From an optimization exercise on the open Yosys and OpenROAD flow, aimed at small area, a short achievable clock period and few clock cycles; shortcuts taken in it are not production practice.
The RTL was checked by simulation tests, not by an equivalence proof against the original design.
Power is estimated from default activity; no workload was simulated.

==> flow/design.v <==
`default_nettype none
package cpu_pkg;
    typedef enum logic [2:0] {
        op_arith   = 3'd0,   
        op_slt_mul = 3'd1,   
        op_load    = 3'd2,
        op_store   = 3'd3,
        op_beq     = 3'd4,
        op_jump    = 3'd5
    } opcode_e;
    typedef struct packed {
        opcode_e    opcode;   
        logic [3:0] rs;       
        logic [3:0] rt;       
        logic [3:0] rd;       
        logic       func;     
    } inst_t;
    typedef logic signed [16-1:0] word_t;
    typedef struct packed {
        logic       is_dmem;   
        logic [7:0] idx;       
        word_t      data;
    } prog_wr_t;
    typedef struct packed {
        word_t       value;     
        logic [7:0]  idx;       
        logic        taken;     
        logic [11:0] next_pc;
        word_t       st_data;   
    } exec_res_t;
    typedef struct packed {
        logic [32-1:0] addr;   
        word_t                      data;
    } mem_wr_t;
    typedef struct packed {
        logic [11:0] pc;
        logic        we;
        logic [3:0]  rd;
        word_t       value;
    } retire_t;
endpackage
`default_nettype wire
`timescale 1ns/1ps
`default_nettype none
module inst_fetch (
    input  logic        clk,
    input  logic        wr_en,
    input  logic [7:0]  wr_idx,
    input  logic [15:0] wr_val,
    input  logic [7:0]  rd_idx,
    output logic [15:0] rd_val
);
    logic [15:0] imem [0:255];
    always_ff @(posedge clk) begin
        if (wr_en)
            imem[wr_idx] <= wr_val;
    end
    assign rd_val = imem[rd_idx];
endmodule
`default_nettype wire
`timescale 1ns/1ps
`default_nettype none
module reg_file (
    input  logic        clk,
    input  logic        rst_n,
    input  logic [3:0]  rs_idx,
    input  logic [3:0]  rt_idx,
    output logic [15:0] rs_val,
    output logic [15:0] rt_val,
    input  logic        wr_en,
    input  logic [3:0]  wr_idx,
    input  logic [15:0] wr_val
);
    logic [15:0] regs [0:15];
    always_ff @(posedge clk or negedge rst_n) begin
        if (!rst_n) begin
            for (int i = 0; i < 16; i++)
                regs[i] <= '0;
        end else if (wr_en) begin
            regs[wr_idx] <= wr_val;
        end
    end
    assign rs_val = regs[rs_idx];
    assign rt_val = regs[rt_idx];
endmodule
`default_nettype wire
`timescale 1ns/1ps
`default_nettype none
module exec_unit (
    input  logic [15:0] ir,
    input  logic [15:0] a,
    input  logic [15:0] b,
    output logic [15:0] alu,       
    output logic [7:0]  idx,       
    output logic        eq         
);
    logic [15:0] sum, diff;
    logic        lt;
    assign sum  = a + b;
    assign diff = a - b;
    assign lt   = $signed(a) < $signed(b);
    assign eq   = (a == b);
    assign idx  = a[7:0] + {{3{ir[4]}}, ir[4:0]};
    always_comb begin
        if (ir[13])                               
            alu = {15'd0, lt};
        else
            alu = ir[0] ? diff : sum;
    end
endmodule
`default_nettype wire
`timescale 1ns/1ps
`default_nettype none
module data_mem (
    input  logic        clk,
    input  logic        wr_en,
    input  logic [7:0]  wr_idx,
    input  logic [15:0] wr_val,
    input  logic [7:0]  rd_idx,
    output logic [15:0] rd_val
);
    logic [15:0] mem [0:255];
    always_ff @(posedge clk) begin
        if (wr_en)
            mem[wr_idx] <= wr_val;
    end
    assign rd_val = mem[rd_idx];
endmodule
`default_nettype wire
`timescale 1ns/1ps
`default_nettype none
module axi_lite_writer #(
    parameter int DEPTH_LG = 2
) (
    input  logic                       clk,
    input  logic                       rst_n,
    input  logic                       push,
    input  logic [7:0]                 push_idx,
    input  logic [15:0]                push_data,
    output logic                       full,
    output logic                       awvalid,
    input  logic                       awready,
    output logic [32-1:0] awaddr,
    output logic                       wvalid,
    input  logic                       wready,
    output logic [15:0]                wdata,
    output logic [1:0]                 wstrb,
    input  logic                       bvalid,
    output logic                       bready
);
    localparam int DEPTH = 1 << DEPTH_LG;
    logic [7:0]        q_idx  [0:DEPTH-1];
    logic [15:0]       q_data [0:DEPTH-1];
    logic [DEPTH_LG:0] wp, awp, wdp;
    logic [7:0]        aw_idx;
    logic              aw_avail, w_avail, aw_hold, w_hold;
    always_ff @(posedge clk) begin
        if (push) begin
            q_idx[wp[DEPTH_LG-1:0]]  <= push_idx;
            q_data[wp[DEPTH_LG-1:0]] <= push_data;
        end
    end
    assign full = ((wp[DEPTH_LG] != awp[DEPTH_LG]) && (wp[DEPTH_LG-1:0] == awp[DEPTH_LG-1:0])) ||
                  ((wp[DEPTH_LG] != wdp[DEPTH_LG]) && (wp[DEPTH_LG-1:0] == wdp[DEPTH_LG-1:0]));
    assign aw_avail = (awp != wp);
    assign w_avail  = (wdp != wp);
    assign aw_hold  = awvalid && !awready;    
    assign w_hold   = wvalid && !wready;
    always_ff @(posedge clk or negedge rst_n) begin
        if (!rst_n) begin
            wp      <= '0;
            awp     <= '0;
            wdp     <= '0;
            awvalid <= 1'b0;
            wvalid  <= 1'b0;
        end else begin
            if (push)
                wp <= wp + 1'b1;
            if (!aw_hold) begin
                awvalid <= aw_avail;
                if (aw_avail)
                    awp <= awp + 1'b1;
            end
            if (!w_hold) begin
                wvalid <= w_avail;
                if (w_avail)
                    wdp <= wdp + 1'b1;
            end
        end
    end
    always_ff @(posedge clk) begin
        if (!aw_hold)
            aw_idx <= q_idx[awp[DEPTH_LG-1:0]];
        if (!w_hold)
            wdata <= q_data[wdp[DEPTH_LG-1:0]];
    end
    assign awaddr = 32'h0000_1000 + {{(32-9){1'b0}}, aw_idx, 1'b0};
    assign wstrb  = 2'b11;
    assign bready = 1'b1;
endmodule
`default_nettype wire
`timescale 1ns/1ps
`default_nettype none
module core_ctrl (
    input  logic        clk,
    input  logic        rst_n,
    input  logic        run,           
    input  logic        prog_we_i,     
    input  logic        prog_we_d,
    input  logic [7:0]  prog_idx,
    input  logic [15:0] prog_data,
    output logic        st_push,
    output logic [7:0]  st_idx,
    output logic [15:0] st_data,
    input  logic        st_full,
    output logic        retire_valid,
    output logic [32:0] retire
);
    logic [11:0] pc, pc_inc;
    logic [15:0] if_ins;
    logic        if_jump;
    inst_fetch u_imem (
        .clk,
        .wr_en  (prog_we_i),
        .wr_idx (prog_idx),
        .wr_val (prog_data),
        .rd_idx (pc[8:1]),
        .rd_val (if_ins)
    );
    assign if_jump = (if_ins[15:13] == 3'd5);
    assign pc_inc  = pc + 12'd2;
    logic        ex_v;
    logic [15:0] ir;
    logic [11:0] ex_pc;
    logic [2:0]  ex_op;
    logic [3:0]  ex_rs, ex_rt;
    logic        uses_rs, uses_rt, fwd_rs, fwd_rt, hazard, stall, taken, ex_store;
    logic [15:0] rf_rs, rf_rt, a, b, alu;
    logic [7:0]  idx;
    logic        eq;
    logic [11:0] br_target;
    logic        mem_v, mem_we, mem_load, mem_mul, mem_store;
    logic [3:0]  mem_rd;
    logic [11:0] mem_pc;
    logic [15:0] mem_val, mem_a, mem_b, res;
    logic [7:0]  mem_idx;
    assign ex_op    = ir[15:13];
    assign ex_rs    = ir[12:9];
    assign ex_rt    = ir[8:5];
    assign uses_rs  = (ex_op <= 3'd4);
    assign uses_rt  = (ex_op <= 3'd4) && (ex_op != 3'd2);
    assign ex_store = (ex_op == 3'd3);
    reg_file u_rf (
        .clk, .rst_n,
        .rs_idx (ex_rs),
        .rt_idx (ex_rt),
        .rs_val (rf_rs),
        .rt_val (rf_rt),
        .wr_en  (mem_v && mem_we),
        .wr_idx (mem_rd),
        .wr_val (res)
    );
    assign fwd_rs = mem_v && mem_we && (mem_rd == ex_rs);
    assign fwd_rt = mem_v && mem_we && (mem_rd == ex_rt);
    assign a      = fwd_rs ? mem_val : rf_rs;
    assign b      = fwd_rt ? mem_val : rf_rt;
    assign hazard = ex_v && mem_v && (mem_load || mem_mul) &&
                    ((uses_rs && fwd_rs) || (uses_rt && fwd_rt));
    assign stall  = hazard || (ex_v && ex_store && st_full);
    exec_unit u_exec (
        .ir, .a, .b, .alu, .idx, .eq
    );
    assign taken     = ex_v && (ex_op == 3'd4) && eq && !stall;
    assign br_target = ex_pc + 12'd2 + {{6{ir[4]}}, ir[4:0], 1'b0};
    assign st_push = ex_v && ex_store && !stall;
    assign st_idx  = idx;
    assign st_data = b;
    logic [15:0] dm_rd, prod;
    data_mem u_dmem (
        .clk,
        .wr_en  (prog_we_d || (mem_v && mem_store)),
        .wr_idx (prog_we_d ? prog_idx : mem_idx),
        .wr_val (prog_we_d ? prog_data : mem_b),
        .rd_idx (mem_idx),
        .rd_val (dm_rd)
    );
    assign prod = mem_a * mem_b;
    assign res  = mem_load ? dm_rd : (mem_mul ? prod : mem_val);
    always_ff @(posedge clk or negedge rst_n) begin
        if (!rst_n) begin
            pc           <= '0;
            ex_v         <= 1'b0;
            mem_v        <= 1'b0;
            retire_valid <= 1'b0;
        end else begin
            if (taken) begin
                pc   <= br_target;
                ex_v <= 1'b0;                 
            end else if (!stall) begin
                ex_v <= run;
                if (run)
                    pc <= if_jump ? if_ins[11:0] : pc_inc;
            end
            mem_v        <= ex_v && !stall;
            retire_valid <= mem_v;
        end
    end
    always_ff @(posedge clk) begin
        if (!stall) begin
            ir    <= if_ins;
            ex_pc <= pc;
        end
        mem_pc    <= ex_pc;
        mem_we    <= (ex_op <= 3'd2);
        mem_rd    <= (ex_op == 3'd2) ? ex_rt : ir[4:1];
        mem_load  <= (ex_op == 3'd2);
        mem_mul   <= (ex_op == 3'd1) && ir[0];
        mem_store <= ex_store;
        mem_val   <= alu;
        mem_idx   <= idx;
        mem_a     <= a;
        mem_b     <= b;
        retire    <= {mem_pc, mem_we, mem_rd, res};
    end
endmodule
`default_nettype wire
`timescale 1ns/1ps
`default_nettype none
module cpu_top (
    input  logic                       clk,
    input  logic                       rst_n,
    input  logic                       run,
    input  logic                       prog_valid,
    input  cpu_pkg::prog_wr_t          prog,
    output logic                       retire_valid,
    output cpu_pkg::retire_t           retire,
    output logic                       awvalid,
    input  logic                       awready,
    output logic [32-1:0] awaddr,
    output logic                       wvalid,
    input  logic                       wready,
    output cpu_pkg::word_t             wdata,
    output logic [1:0]                 wstrb,
    input  logic                       bvalid,
    output logic                       bready
);
    logic        run_q, prog_v_q;
    logic [24:0] prog_q;
    logic        st_push, st_full;
    logic [7:0]  st_idx;
    logic [15:0] st_data;
    always_ff @(posedge clk or negedge rst_n) begin
        if (!rst_n) begin
            run_q    <= 1'b0;
            prog_v_q <= 1'b0;
        end else begin
            run_q    <= run;
            prog_v_q <= prog_valid;
        end
    end
    always_ff @(posedge clk) begin
        prog_q <= prog;
    end
    core_ctrl u_core (
        .clk, .rst_n,
        .run       (run_q),
        .prog_we_i (prog_v_q && !prog_q[24]),
        .prog_we_d (prog_v_q &&  prog_q[24]),
        .prog_idx  (prog_q[23:16]),
        .prog_data (prog_q[15:0]),
        .st_push, .st_idx, .st_data, .st_full,
        .retire_valid,
        .retire
    );
    axi_lite_writer u_axi_wr (
        .clk, .rst_n,
        .push      (st_push),
        .push_idx  (st_idx),
        .push_data (st_data),
        .full      (st_full),
        .awvalid, .awready, .awaddr,
        .wvalid, .wready, .wdata, .wstrb,
        .bvalid, .bready
    );
endmodule
`default_nettype wire
==> flow/run.sh <==
#!/bin/bash
# synth_recipe.tcl (not shown) runs the flow's synth.tcl, then flattens the netlist and writes it again
# the make line also repeats each setting of config.mk as NAME=value (left out here)
make -C /OpenROAD-flow-scripts/flow DESIGN_CONFIG=/design/flow/config.mk WORK_HOME=/design/flow/orfs CLKGATE_MAP_FILE= SYNTH_SCRIPT=/design/flow/synth_recipe.tcl finish
==> flow/config.mk <==
export PLATFORM = sky130hd
export DESIGN_NAME = cpu_top
export DESIGN_NICKNAME = cpu_top
export VERILOG_FILES = /design/flow/design.v
export SDC_FILE = /design/flow/constraint.sdc
export NUM_CORES = 4
export LEC_CHECK = 0
export CAP_MARGIN = 20
export CORE_MARGIN = 2
export CORE_UTILIZATION = 22
export PLACE_DENSITY = 0.35
export SLEW_MARGIN = 20
==> flow/constraint.sdc <==
create_clock -name core_clock -period 10.0 [get_ports {clk}]
set_input_delay 2.0000 -clock core_clock [delete_from_list [all_inputs] [get_ports {clk}]]
set_output_delay 2.0000 -clock core_clock [all_outputs]
set_load 0.01 [all_outputs]
==> results.sh <==
export IMPL_status="no timing/DRC/antenna violations"
export IMPL_r2r_slack_ns=3.42
export IMPL_p_per_area_nw_per_um2=292.2
export IMPL_rows=458
export IMPL_drt_iter0_drc=17220
export IMPL_tightest_slew_ns=1.428
export IMPL_dieArea_um2=1568000
export IMPL_numCtsBuffers=953
export IMPL_slew_headroom_pct=4.251
export IMPL_tns_ns=0
export IMPL_cp_slowest_cell="dfxtp_1"
export IMPL_clkSlewWorstSetupHoldPaths_ns=0.06
export IMPL_ys_types=81
export IMPL_synth_edf_count=8340
export IMPL_grt_pass1_wl_um=1617000
export IMPL_core_area_um2=1555000
export IMPL_crit_chain="nand2_1 -> fa_1 -> fa_1 -> inv_1 -> fa_1 -> fa_1 -> inv_1 -> fa_1 -> fa_1 -> xnor2_1 -> xnor2_1 -> xnor2_1 -> xnor2_1 -> xnor2_1 -> xnor2_1 -> nand4_1 -> a311oi_1 -> a21oi_1 -> buf_4 -> mux2_2"
export IMPL_start_util_pct=22.05
export IMPL_rr_worst_depth=20
export IMPL_critical_path_class="reg -> reg"
export IMPL_crit_arrival_ns=7.72
export IMPL_clock_sinks=8758
export IMPL_p_leak_nw=124.5
export IMPL_ys_warn_count=8
export IMPL_hp_start="u_core.mem_pc[5]"
export IMPL_syn_to_final_growth_pct=18.44
export IMPL_routed_via_density=4.393
export IMPL_max_stage_delay_ns=0.83
export IMPL_die_w_um=1252
export IMPL_most_common_layout_cells="edfxtp_1, mux4_2, clkbuf_16, buf_4, nor2_2"
export IMPL_drc=0
export IMPL_hold_end="u_core.retire[26]"
export IMPL_slew_violations=0
export IMPL_r2r_end="u_core.u_rf.regs[3][15]"
export IMPL_synthCells=15540
export IMPL_grt_max_degree=191
export IMPL_setup_viol=0
export IMPL_cp_top_family="adder cells"
export IMPL_htree_levels=6
export IMPL_cts_root_buf="clkbuf_16"
export IMPL_path_depth=20
export IMPL_fin_skew_ns=0.1197
export IMPL_cp_max_fo=17
export IMPL_port_buffers=90
export IMPL_post_cts_buffers=0
export IMPL_routedWlPerCell_um=31.70
export IMPL_cp_end_kind="register"
export IMPL_cts_buffer_depth=5
export IMPL_path_buf_inv=3
export IMPL_globalRouteTotalUtil_pct=14.94
export IMPL_synth_ff_type="edfxtp_1"
export IMPL_hold_depth=0
export IMPL_holdWs_ns=0.3262
export IMPL_period_share_pct=65.77
export IMPL_firstDrtPassIters=6
export IMPL_vdd_drop_max_uv=226.1
export IMPL_avgSynthCellArea_um2=22.05
export IMPL_yosysSeqAreaShare_pct=75.91
export IMPL_grt_overflow=0
export IMPL_cts_resized=0
export IMPL_num_nets_final=16770
export IMPL_ctsHoldBuffers=0
export IMPL_place_congestion=0.7607
export IMPL_die_h_um=1252
export IMPL_required_ns=11.14
export IMPL_cap_violations=0
export IMPL_timing_fmax_ghz=0.1520
export IMPL_hpwl_um=729600
export IMPL_grt_antenna_before_repair=100
export IMPL_fin_crit_ns=6.577
export IMPL_startpoint="u_core.mem_b[1]"
export IMPL_drive_gt1_share_pct=31.82
export IMPL_io_pins=119
export IMPL_hold_class="reg -> reg"
export IMPL_cts_tree="done"
export IMPL_cp_start_kind="register"
export IMPL_mostFrequentLayoutCell="edfxtp_1"
export IMPL_synthArstFlopShare_pct=3.243
export IMPL_insertion_delay_ns=1.26
export IMPL_vias=167300
export IMPL_antenna_left=0
export IMPL_wl_um=1207000
export IMPL_reg2reg_from="u_core.mem_b[1]"
export IMPL_grt_setup_unrepaired="no"
export IMPL_ys_ff_latch=8758
export IMPL_hold_viol=0
export IMPL_grt_pass1_vias=172100
export IMPL_syn_area_um2=342800
[power by group]
part / switching [W] / internal (W) / total [W]
Clock: 0.0152 / 0.0197 / 0.0348
Combinational: 0.0249 / 0.0146 / 0.0395
Sequential: 0.00159 / 0.0427 / 0.0442
Total: 0.0417 / 0.0769 / 0.119
[worst register-to-register path: stages, from the launching register on]
cell and delay (ns):
dfxtp_1 0.83, nand2_1 0.20, fa_1 0.54, fa_1 0.57, inv_1 0.06, fa_1 0.41, fa_1 0.49, inv_1 0.05
fa_1 0.52, fa_1 0.47, xnor2_1 0.21, xnor2_1 0.11, xnor2_1 0.24, xnor2_1 0.16, xnor2_1 0.13, xnor2_1 0.42
nand4_1 0.15, a311oi_1 0.28, a21oi_1 0.08, buf_4 0.25, mux2_2 0.31
[registers in the layout, summed over array words and instances, names as in the netlist, 16 cells and up]
| register | cells |
|---|---|
| prog_q | 25 |
| u_axi_wr.q_data | 64 |
| u_axi_wr.q_idx | 32 |
| u_axi_wr.wdata | 16 |
| u_core.ir | 16 |
| u_core.mem_a | 16 |
| u_core.mem_b | 16 |
| u_core.mem_val | 16 |
| u_core.retire | 33 |
| u_core.u_dmem.mem | 4096 |
| u_core.u_imem.imem | 4096 |
| u_core.u_rf.regs | 256 |
[cell usage after synthesis, types with 10 or more instances]
cell / instances / area (µm²)
a22oi_1: 218 / 1637
o22a_1: 12 / 105.1
nor2b_1: 29 / 181.4
a31oi_1: 18 / 112.6
a221oi_1: 65 / 569.3
o221ai_1: 38 / 332.8
mux4_2: 2471 / 55650
a211o_1: 12 / 105.1
edfxtp_1: 8340 / 250400
xnor2_1: 57 / 499.2
inv_1: 175 / 656.9
o22ai_1: 67 / 419.2
o31ai_1: 19 / 142.6
nand2b_1: 23 / 143.9
buf_1: 116 / 435.4
fa_1: 84 / 1682
mux2i_1: 263 / 2633
dfxtp_1: 134 / 2683
dfrtp_1: 284 / 7107
o21bai_1: 14 / 105.1
o21ai_0: 88 / 440.4
ha_1: 113 / 1414
nor2_1: 729 / 2736
clkbuf_1: 444 / 1667
a21o_1: 11 / 82.58
nand2_1: 358 / 1344
nand3_1: 74 / 370.4
nor3_1: 51 / 255.2
a21oi_1: 261 / 1306
nor4_1: 10 / 62.56
and2_1: 84 / 525.5
a22o_1: 37 / 324.1
buf_6: 18 / 202.7
buf_2: 237 / 1186
o21a_1: 10 / 75.07
o211ai_1: 16 / 120.1
a211oi_1: 37 / 277.8
mux2_2: 211 / 2376
nand4_1: 61 / 381.6
xor2_1: 29 / 254.0
buf_4: 102 / 765.7
[kinds of logic after synthesis]
group           synth area share, %
compound gates                1.983
xor+xnor                     0.2197
fa+ha+maj                    0.9029
buf+inv                       1.439
flops                         75.91
mux                           17.69
other cells                0.002191
simple gates                  1.850
[routing by layer]
| metal | vias up | wire (µm) | track usage, % |
|---|---|---|---|
| met1 | 94220 | 561400 | 21.52 |
| met4 | 4 | 23230 | 2.855 |
| li1 | 67360 | - | - |
| met5 | - | 21 | 0 |
| met2 | 4434 | 569200 | 24.21 |
| met3 | 1268 | 53590 | 2.005 |
[layout make-up]
| type | instances | area, µm² |
|---|---|---|
| Multi-Input combinational cell | 5714 | 80750 |
| Tap cell | 20700 | 25900 |
| Clock inverter | 556 | 5160 |
| Clock buffer | 1203 | 25070 |
| Fill cell | 155200 | 1149000 |
| Sequential cell | 8758 | 260300 |
| Timing Repair Buffer | 931 | 7991 |
| Antenna cell | 42 | 105.1 |
| Inverter | 180 | 700.7 |
[how the worst max path moves through the flow]
stage                          endpoint  slack, ns
4_1_cts                    u_core.pc[4]       3.24
6_report        u_core.u_rf.regs[3][15]       3.42
2_1_floorplan   u_core.u_dmem.mem[0][0]       2.52
3_3_place_gp   u_core.u_rf.regs[12][12]       2.94
5_1_grt         u_core.u_rf.regs[7][13]       3.01
3_5_place_dp   u_core.u_rf.regs[13][13]       3.30
[per-stage QoR]
step           power (W)  setup WS (ns)  util [%]  std cells  area (µm²)
4_1_cts           0.1209          3.241     26.10      38040      405700
3_3_place_gp     0.08566          2.943     24.15      36270      375400
5_1_grt           0.1233          3.009     26.11      38050      405900
3_5_place_dp     0.08565          3.299     24.15      36280      375500
2_1_floorplan    0.06680          2.524         -      15570      342900
6_report          0.1186          3.423     26.12      38080      406000
Testbench counts, summed over its fixed seeds: cycles 20,294.

afterwards: timing with drivers on the ports:
No port has a modelled driver above. Below, the same layout with a new extraction and two added sets of constraints. Step 1 assumes that a clkbuf_16 drives the clock port and a buf_2 every other input. Step 2 times the ports against the registers' clock, not the clock port: input delays grow and output delays shrink by t, the midpoint of the rising clock arrivals with the driver on. a / b / c = ideal / step 1 / step 2; a / b = the first two.
t, ns: 1.371
setup slack, ns: 3.423 / 3.423 / 3.423
latest minus earliest clock arrival (ns): 0.138 / 0.138
worst register clock-pin slew, ns: 0.07 / 0.07
After both steps setup and hold are still met in this run. For this run, drivers alone change the setup slack by 0.000 ns; drivers and shift together by 0.000 ns.
